Source: an optimization exercise on an open RTL-to-GDS flow (aim: small area, a short achievable clock period and few clock cycles per item). Production flows keep margins and buffers that such runs may drop.
Only simulation tests tie the RTL to the original design; equivalence was not proved.
Power and IR drop assume default switching activity.

`config.mk`:
```
export PLATFORM = sky130hd
export DESIGN_NAME = multilevel_ready_queue
export DESIGN_NICKNAME = multilevel_ready_queue
export VERILOG_FILES = /design/flow/design.v
export SDC_FILE = /design/flow/constraint.sdc
export NUM_CORES = 4
export LEC_CHECK = 0
export CAP_MARGIN = 20
export CORE_MARGIN = 2
export CORE_UTILIZATION = 40
export SLEW_MARGIN = 20
```
`constraint.sdc`:
```
create_clock -name core_clock -period 10.0 [get_ports {aclk}]
set_input_delay 2.0000 -clock core_clock [delete_from_list [all_inputs] [get_ports {aclk}]]
set_output_delay 2.0000 -clock core_clock [all_outputs]
set_load 0.01 [all_outputs]
```
`design.v`:
```
package mlrq_pkg;
    localparam int DEF_NUM_LEVELS      = 7;
    localparam int DEF_SLOTS_PER_LEVEL = 20;
    localparam int DEF_ID_BITS         = 8;
    localparam int IN_TDATA_W  = 16;
    localparam int OUT_TDATA_W = 24;
    localparam int RES_W       = 19;
    localparam logic [2:0] OP_PUSH      = 3'd0;
    localparam logic [2:0] OP_REMOVE    = 3'd1;
    localparam logic [2:0] OP_GET_NEXT  = 3'd2;
    localparam logic [2:0] OP_FIND      = 3'd3;
    localparam logic [2:0] OP_SET_READY = 3'd4;
    localparam logic [2:0] ST_OK        = 3'd0;
    localparam logic [2:0] ST_FULL      = 3'd1;
    localparam logic [2:0] ST_NONE      = 3'd2;
    localparam logic [2:0] ST_WAITING   = 3'd3;
    localparam logic [2:0] ST_BAD_LEVEL = 3'd4;
endpackage
module mlrq_ctrl (
    input  logic                             aclk,
    input  logic                             aresetn,
    input  logic                             s_tvalid,
    output logic                             s_tready,
    input  logic [mlrq_pkg::IN_TDATA_W-1:0]  s_tdata,
    output logic                             m_tvalid,
    input  logic                             m_tready,
    output logic [mlrq_pkg::OUT_TDATA_W-1:0] m_tdata,
    output logic                             exec,
    output logic [14:0]                      cmd,
    input  logic [mlrq_pkg::RES_W-1:0]       res
);
    logic                       c_valid;
    logic [14:0]                c_q;
    logic                       hv, sv;
    logic [mlrq_pkg::RES_W-1:0] head_q, second_q;
    logic                       pop;
    assign exec     = c_valid & ~sv;
    assign s_tready = ~(c_valid & sv);
    assign cmd      = c_q;
    assign pop      = hv & m_tready;
    always_ff @(posedge aclk) begin
        if (!aresetn) begin
            c_valid <= 1'b0;
        end else if (s_tready) begin
            c_valid <= s_tvalid;
        end
    end
    always_ff @(posedge aclk) begin
        if (s_tready) begin
            c_q <= s_tdata[14:0];
        end
    end
    always_ff @(posedge aclk) begin
        if (!aresetn) begin
            hv <= 1'b0;
            sv <= 1'b0;
        end else if (!hv || pop) begin
            hv <= sv | exec;
            sv <= 1'b0;
        end else if (exec) begin
            sv <= 1'b1;
        end
    end
    always_ff @(posedge aclk) begin
        if (!hv || pop) begin
            head_q <= sv ? second_q : res;
        end
    end
    always_ff @(posedge aclk) begin
        if (hv && !pop && exec) begin
            second_q <= res;
        end
    end
    assign m_tvalid = hv;
    assign m_tdata  = {5'b0, head_q};
endmodule
module mlrq_datapath #(
    parameter int NL = mlrq_pkg::DEF_NUM_LEVELS,
    parameter int NS = mlrq_pkg::DEF_SLOTS_PER_LEVEL
) (
    input  logic                       aclk,
    input  logic                       aresetn,
    input  logic                       exec,
    input  logic [14:0]                cmd,
    output logic [mlrq_pkg::RES_W-1:0] res
);
    localparam int N = NL * NS;
    logic [2:0] c_op, c_lvl;
    logic [7:0] c_id;
    logic       c_rdy;
    assign c_op  = cmd[2:0];
    assign c_lvl = cmd[5:3];
    assign c_id  = cmd[13:6];
    assign c_rdy = cmd[14];
    logic is_push, is_rem, is_gn, is_find, is_sr, bad;
    assign is_push = c_op == mlrq_pkg::OP_PUSH;
    assign is_rem  = c_op == mlrq_pkg::OP_REMOVE;
    assign is_gn   = c_op == mlrq_pkg::OP_GET_NEXT;
    assign is_find = c_op == mlrq_pkg::OP_FIND;
    assign is_sr   = c_op == mlrq_pkg::OP_SET_READY;
    assign bad     = c_lvl == 3'd7;
    logic [NL-1:0] loh;
    always_comb begin
        for (int l = 0; l < NL; l++) loh[l] = (c_lvl == 3'(l));
    end
    logic [N-1:0]   v_q, r_q;
    logic [8*N-1:0] id_q;
    logic [N-1:0] match;
    always_comb begin
        for (int k = 0; k < N; k++) match[k] = v_q[k] && (id_q[8*k +: 8] == c_id);
    end
    logic [NS-1:0] vsel, rsel;
    always_comb begin
        vsel = '0;
        rsel = '0;
        for (int l = 0; l < NL; l++) begin
            vsel = vsel | ({NS{loh[l]}} & v_q[l*NS +: NS]);
            rsel = rsel | ({NS{loh[l]}} & r_q[l*NS +: NS]);
        end
    end
    logic [NS-1:0] pe, gs, gafter;
    logic          p_any, g_any, take;
    always_comb begin
        logic seen_e, seen_s;
        seen_e = 1'b0;
        seen_s = 1'b0;
        for (int j = 0; j < NS; j++) begin
            pe[j]     = !vsel[j] && !seen_e;
            seen_e    = seen_e || !vsel[j];
            gs[j]     = (!vsel[j] || rsel[j]) && !seen_s;
            seen_s    = seen_s || !vsel[j] || rsel[j];
            gafter[j] = seen_s;
        end
        p_any = seen_e;
        g_any = seen_s;
        take  = |(gs & vsel);
    end
    logic do_push, do_take, do_rem, do_sr;
    assign do_push = exec && is_push && !bad;
    assign do_take = exec && is_gn && !bad && take;
    assign do_rem  = exec && is_rem;
    assign do_sr   = exec && is_sr;
    logic [7:0] gid;
    always_comb begin
        gid = '0;
        for (int l = 0; l < NL; l++)
            for (int j = 0; j < NS; j++)
                gid = gid | ({8{loh[l] && gs[j]}} & id_q[8*(l*NS+j) +: 8]);
    end
    logic [NL-1:0] lany, lfirst;
    logic [4:0]    lidx [NL];
    logic [2:0]    f_lvl;
    logic [4:0]    f_slot;
    logic          f_any;
    always_comb begin
        logic seen;
        for (int l = 0; l < NL; l++) begin
            logic s2;
            lany[l] = |match[l*NS +: NS];
            lidx[l] = '0;
            s2 = 1'b0;
            for (int j = 0; j < NS; j++) begin
                if (match[l*NS+j] && !s2) lidx[l] = 5'(j);
                s2 = s2 || match[l*NS+j];
            end
        end
        seen   = 1'b0;
        f_lvl  = '0;
        f_slot = '0;
        for (int l = 0; l < NL; l++) begin
            lfirst[l] = lany[l] && !seen;
            if (lfirst[l]) begin
                f_lvl  = 3'(l);
                f_slot = lidx[l];
            end
            seen = seen || lany[l];
        end
        f_any = seen;
    end
    function automatic logic [4:0] enc(input logic [NS-1:0] oh);
        enc = '0;
        for (int j = 0; j < NS; j++) if (oh[j]) enc = enc | 5'(j);
    endfunction
    logic [2:0] st;
    logic [7:0] o_id;
    logic [2:0] o_lvl;
    logic [4:0] o_slot;
    always_comb begin
        st     = mlrq_pkg::ST_NONE;
        o_id   = '0;
        o_lvl  = '0;
        o_slot = '0;
        case (c_op)
            mlrq_pkg::OP_PUSH: begin
                if (bad) st = mlrq_pkg::ST_BAD_LEVEL;
                else if (p_any) begin
                    st     = mlrq_pkg::ST_OK;
                    o_slot = enc(pe);
                end else st = mlrq_pkg::ST_FULL;
            end
            mlrq_pkg::OP_REMOVE, mlrq_pkg::OP_SET_READY: begin
                if (f_any) st = mlrq_pkg::ST_OK;
            end
            mlrq_pkg::OP_GET_NEXT: begin
                if (bad) st = mlrq_pkg::ST_BAD_LEVEL;
                else if (!g_any) st = mlrq_pkg::ST_WAITING;
                else if (take) begin
                    st     = mlrq_pkg::ST_OK;
                    o_id   = gid;
                    o_slot = enc(gs);
                end
            end
            mlrq_pkg::OP_FIND: begin
                if (f_any) begin
                    st     = mlrq_pkg::ST_OK;
                    o_id   = c_id;
                    o_lvl  = f_lvl;
                    o_slot = f_slot;
                end
            end
            default: ;
        endcase
    end
    assign res = {o_slot, o_lvl, o_id, st};
    for (genvar l = 0; l < NL; l++) begin : g_lvl
        for (genvar j = 0; j < NS; j++) begin : g_slot
            localparam int K = l * NS + j;
            logic pw, sh, rm, sr;
            assign pw = do_push && loh[l] && pe[j];
            assign sh = do_take && loh[l] && gafter[j];
            assign rm = do_rem && match[K];
            assign sr = do_sr && match[K];
            always_ff @(posedge aclk) begin
                if (!aresetn) begin
                    v_q[K] <= 1'b0;
                end else if (sh) begin
                    v_q[K] <= (j < NS - 1) ? v_q[(j < NS - 1) ? K + 1 : K] : 1'b0;
                end else if (pw) begin
                    v_q[K] <= 1'b1;
                end else if (rm) begin
                    v_q[K] <= 1'b0;
                end
            end
            if (j < NS - 1) begin : g_mv
                always_ff @(posedge aclk) begin
                    if (sh) begin
                        r_q[K]          <= r_q[K+1];
                        id_q[8*K +: 8]  <= id_q[8*(K+1) +: 8];
                    end else begin
                        if (pw || sr) r_q[K] <= c_rdy;
                        if (pw) id_q[8*K +: 8] <= c_id;
                    end
                end
            end else begin : g_end
                always_ff @(posedge aclk) begin
                    if (pw || sr) r_q[K] <= c_rdy;
                    if (pw) id_q[8*K +: 8] <= c_id;
                end
            end
        end
    end
endmodule
module multilevel_ready_queue #(
    parameter int NUM_LEVELS      = mlrq_pkg::DEF_NUM_LEVELS,
    parameter int SLOTS_PER_LEVEL = mlrq_pkg::DEF_SLOTS_PER_LEVEL,
    parameter int ID_BITS         = mlrq_pkg::DEF_ID_BITS
) (
    input  logic                             aclk,
    input  logic                             aresetn,
    input  logic                             s_tvalid,
    output logic                             s_tready,
    input  logic [mlrq_pkg::IN_TDATA_W-1:0]  s_tdata,
    output logic                             m_tvalid,
    input  logic                             m_tready,
    output logic [mlrq_pkg::OUT_TDATA_W-1:0] m_tdata
);
    logic                       exec;
    logic [14:0]                cmd;
    logic [mlrq_pkg::RES_W-1:0] res;
    mlrq_ctrl u_ctrl (
        .aclk     (aclk),
        .aresetn  (aresetn),
        .s_tvalid (s_tvalid),
        .s_tready (s_tready),
        .s_tdata  (s_tdata),
        .m_tvalid (m_tvalid),
        .m_tready (m_tready),
        .m_tdata  (m_tdata),
        .exec     (exec),
        .cmd      (cmd),
        .res      (res)
    );
    mlrq_datapath #(
        .NL (NUM_LEVELS),
        .NS (SLOTS_PER_LEVEL)
    ) u_datapath (
        .aclk    (aclk),
        .aresetn (aresetn),
        .exec    (exec),
        .cmd     (cmd),
        .res     (res)
    );
endmodule
```
`run.sh`:
```
#!/bin/bash
# synth_recipe.tcl (not shown) runs the flow's synth.tcl, then flattens the netlist and writes it again
# the make line also repeats each setting of config.mk as NAME=value (left out here)
make -C /OpenROAD-flow-scripts/flow DESIGN_CONFIG=/design/flow/config.mk WORK_HOME=/design/flow/orfs CLKGATE_MAP_FILE= SYNTH_SCRIPT=/design/flow/synth_recipe.tcl finish
```
==> notes.md <==
layout by cell type (no fill, tap or decap), types with 32 or more instances in the layout:
| master | synthesis | layout |
|---|---|---|
| nor3_1 | 221 | 210 |
| o21ai_0 | 281 | 275 |
| a221o_1 | 44 | 44 |
| mux2_2 | 1184 | 1184 |
| mux2i_1 | 149 | 149 |
| nand4_1 | 189 | 189 |
| a31oi_1 | 45 | 44 |
| a221oi_1 | 95 | 94 |
| o221ai_1 | 32 | 32 |
| nor4_1 | 90 | 86 |
| nand3_1 | 223 | 223 |
| a21oi_1 | 282 | 281 |
| o22ai_1 | 147 | 145 |
| o31ai_1 | 53 | 52 |
| mux2_1 | 95 | 95 |
| a22o_1 | 55 | 55 |
| xor2_1 | 366 | 366 |
| a22oi_1 | 204 | 204 |
| edfxtp_1 | 1313 | 1313 |
| or3_1 | 41 | 41 |
| xnor2_1 | 754 | 754 |
| nor2_1 | 347 | 336 |
| nand2_1 | 528 | 520 |
| and3_1 | 41 | 41 |
| clkdlybuf4s50_1 | 0 | 38 |
| clkbuf_16 | 0 | 172 |
| buf_4 | 22 | 340 |
| and2_1 | 33 | 33 |
| dfxtp_1 | 143 | 143 |
registers in the layout, summed over array words and instances, names as in the netlist:
name / count
u_ctrl.sv: 1
u_ctrl.hv: 1
u_datapath.id_q: 1120
u_ctrl.c_valid: 1
u_ctrl.c_q: 15
u_datapath.r_q: 140
u_ctrl.second_q: 19
u_ctrl.head_q: 19
u_datapath.v_q: 140
worst register-to-register path: stages, from the launching register on:
cell and delay [ns]:
edfxtp_1 0.39, buf_4 0.39, buf_4 0.47, mux2_2 0.40, a221o_1 0.32, nor2b_1 0.66, o211ai_1 0.51, nor2_2 0.82
nand2_1 0.67, a21oi_1 0.57, or4_1 0.77, o211ai_1 0.54, buf_4 0.36, nor2_1 0.67, mux2_2 0.42
worst paths after layout:
| kind | from | end | slack [ns] |
|---|---|---|---|
| worst min-delay path | u_datapath.v_q[0]$_SDFFE_PN0P_ | u_datapath.v_q[0]$_SDFFE_PN0P_ | 0.51 |
| worst max register to register | u_ctrl.c_q[4]$_DFFE_PN_ | u_datapath.id_q[333]$_DFFE_PP_ | 1.80 |
| worst min register to register | u_datapath.v_q[0]$_SDFFE_PN0P_ | u_datapath.v_q[0]$_SDFFE_PN0P_ | 0.51 |
| worst max-delay path | u_ctrl.c_q[4]$_DFFE_PN_ | u_datapath.id_q[333]$_DFFE_PP_ | 1.80 |
cell families (layout without fill, tap and decap cells):
logic type | Yosys count | count (layout) | synth area share, %
buffers and inverters | 701 | 747 | 3.21
XOR/XNOR | 1120 | 1120 | 10.7
other | 1 | 35 | 0.00410
multiplexers | 1453 | 1453 | 18.0
AND/OR/NAND/NOR | 1854 | 1854 | 9.90
AO/OA/AOI/OAI | 1570 | 1570 | 11.9
flip-flops | 1456 | 1456 | 46.3
area by class of cell:
type | instances | area share [%]
Antenna cell | 30 | 0.0736
Clock buffer | 209 | 4.45
Clock inverter | 98 | 1.11
Inverter | 35 | 0.132
Multi-Input combinational cell | 6002 | 45.7
Sequential cell | 1456 | 41.4
Tap cell | 3009 | 3.69
Timing Repair Buffer | 405 | 3.37
stage by stage:
step	hold slack (ns)	setup WS [ns]	instances	utilization [%]
floorplan	0.464	5.20	8159	-
global placement	0.496	2.13	10902	42.3
detailed placement	0.488	2.33	10905	42.3
CTS	0.498	2.27	11212	44.8
global route	0.522	1.97	11219	44.9
finish	0.508	1.80	11244	44.9
power breakdown:
| part | leakage (nW) | internal [mW] | switching, mW |
|---|---|---|---|
| sequential | 13.0 | 6.63 | 0.0139 |
| combinational | 16.8 | 0.518 | 1.02 |
| clock | 2.75 | 3.68 | 2.85 |
routing by layer:
metal	vias to the layer above	part of all wire [%]	global-route usage [%]
met5	-	0.052	0.0613
met2	7735	40	58.3
met3	2155	15	15.6
met4	34	9.1	29.3
li1	30946	-	-
met1	40351	35	51.8
==> run_results.csv <==
group,metric,value,unit
status,outcome,"no timing/DRC/antenna violations",
global_route,grt_overflow,0,
clock_network,cts-resized-gates,0,
logic_synthesis,yosys-top-cells-count,"edfxtp_1 (1313), mux2_2 (1184), xnor2_1 (754)",
clock_network,cts_buffer_depth,3,
logic_synthesis,synth.most_common_cell,"edfxtp_1",
clock_network,clk_pin_slew,0.06,ns
drt,routed-via-count,81221,
worst_setup_path,path_class,"register to register",
timing,max_slew_margin,7.69,%
global_route,antenna_found_initial,50,
worst_setup_path,worstSetupEndpointType,"register",
worst_setup_path,crit_buf_inv,3,
worst_setup_path,cp_data_arrival_time,8.83,ns
power,power.leakage,32.6,nW
logic_synthesis,synth.avg_cell_area,11.2,um2
power,power_density,144,mW/mm2
power,vdd_drop_max,0.131,mV
drt,viasPerCell,7.22,
power,design_power_total,14.7,mW
floorplanning,die-area,0.232,mm2
drt,wirelength,496,mm
timing,drv_slew,0,
floorplanning,core.rowCount,175,
timing,rsz0062_at_grt,"false",
logic_synthesis,syn_inst,8155,
run,cap_violations,0,
clock_network,tritoncts,"done",
drt,wl_per_cell,44.1,um
timing,hold_viol,0,
floorplanning,boundaryPins,46,
floorplanning,core,0.227,mm2
logic_synthesis,netlist_top_cells_area,"edfxtp_1 (43%), mux2_2 (15%), xnor2_1 (7.2%)",
drt,first_iter_violations,15579,
worst_setup_path,cp_max_fo,22,
logic_synthesis,synth_enable_flop_cells,1313,
clock_network,ctsHoldBuffers,0,
global_route,grt_pass1_wl,661,mm
worst_setup_path,cp-start-kind,"register",
drt,firstDrtPassIters,9,
worst_setup_path,r2r_cells,14,
global_route,grt_max_degree,79,
drt,drcViolationCount,0,
timing,min_period_over_period,82.0,%
logic_synthesis,yosysUniqueCellTypes,96,
worst_setup_path,cp_top_family,"simple AND/OR/NAND/NOR gates",
logic_synthesis,synthesis.area,0.0914,mm2
logic_synthesis,synth-seq-cells,1456,
clock_network,root_buffer,"clkbuf_16",
logic_synthesis,async_reset_ff_share,0,%
timing,min_period,8.20,ns
logic_synthesis,ys_seq_area_share,46.3,%
timing,timing.setup.tns,0,ns
cells_and_area,nets,8089,
cells_and_area,fillers,21129,
logic_synthesis,synth_top_cell_by_area,"edfxtp_1",
cells_and_area,fin_area,0.102,mm2
clock_network,cts.htree.levels,4,
place,placed_cell_area,0.0962,mm2
worst_hold_path,hp-class,"register to register",
place,dp_hpwl,359,mm
worst_setup_path,cp.depth,14,
logic_synthesis,synth_warnings,3,
clock_network,cts_inserted_buffers,169,
worst_hold_path,hold_depth,2,
timing,timing.fmax,122,MHz
worst_setup_path,critPathRequiredTime,10.63,ns
logic_synthesis,synth_top_area_share,43.1,%
clock_network,postCtsSetupRepairBufs,0,
cells_and_area,final_layout_size_suffix_gt1_share,23.8,%
timing,fin_skew,0.0694,ns
global_route,grt_pass1_vias,75459,
logic_synthesis,ys.flop_type,"edfxtp_1",
worst_setup_path,cp_slowest_cell,"nor2_2",
worst_setup_path,crit_top_cell,"buf_4",
cells_and_area,regArea,0.0423,mm2
cells_and_area,multi_input_area,0.0467,mm2
floorplanning,fp.dieH,482,um
cells_and_area,layout-area-overhead-vs-synth,11.6,%
floorplanning,start_util,40.2,%
floorplanning,die_width,482,um
worst_setup_path,path_cells,"buf_4 > buf_4 > mux2_2 > a221o_1 > nor2b_1 > o211ai_1 > nor2_2 > nand2_1 > a21oi_1 > or4_1 > o211ai_1 > buf_4 > nor2_1 > mux2_2",
worst_setup_path,slowest_delay,0.82,ns
clock_network,insertion_delay,0.91,ns
place,place_congestion,1.08,
timing,finalSetupViolations,0,
timing,worst-slew-pin-transition,1.38,ns
place,port_buffers,39,
clock_network,cts_num_sinks,1456,
drt,ant_nets,0,
global_route,track_usage,41.3,%
Testbench counts, summed over its fixed seeds: cycles 12,016, commands 12,000.

-- port drivers added, routing unchanged --
The flow's constraints put no driver on any port. The routed layout listed below was extracted and timed again, unchanged, in two steps.
Step 1 assumes that a clkbuf_16 drives the clock port and a buf_2 every other input.
Step 2 moves the port delays by t, midway between the first and last clock arrival at a register: inputs arrive t later, outputs are due t later. That takes back most of the time a late clock gives input paths.
Three values: ideal, step 1, step 2; two values: the first two.
t, ns: 0.968
slack for setup (ns): 1.797 / 1.797 / 1.797
clock arrival spread, ns: 0.075 / 0.076
worst data-port slew with drivers (ns): 0.09
cell pins on the clock port's net: 1
After both steps setup and hold are still met in this run. The setup slack of this run moves by 0.000 ns with the drivers and by 0.000 ns with both steps.
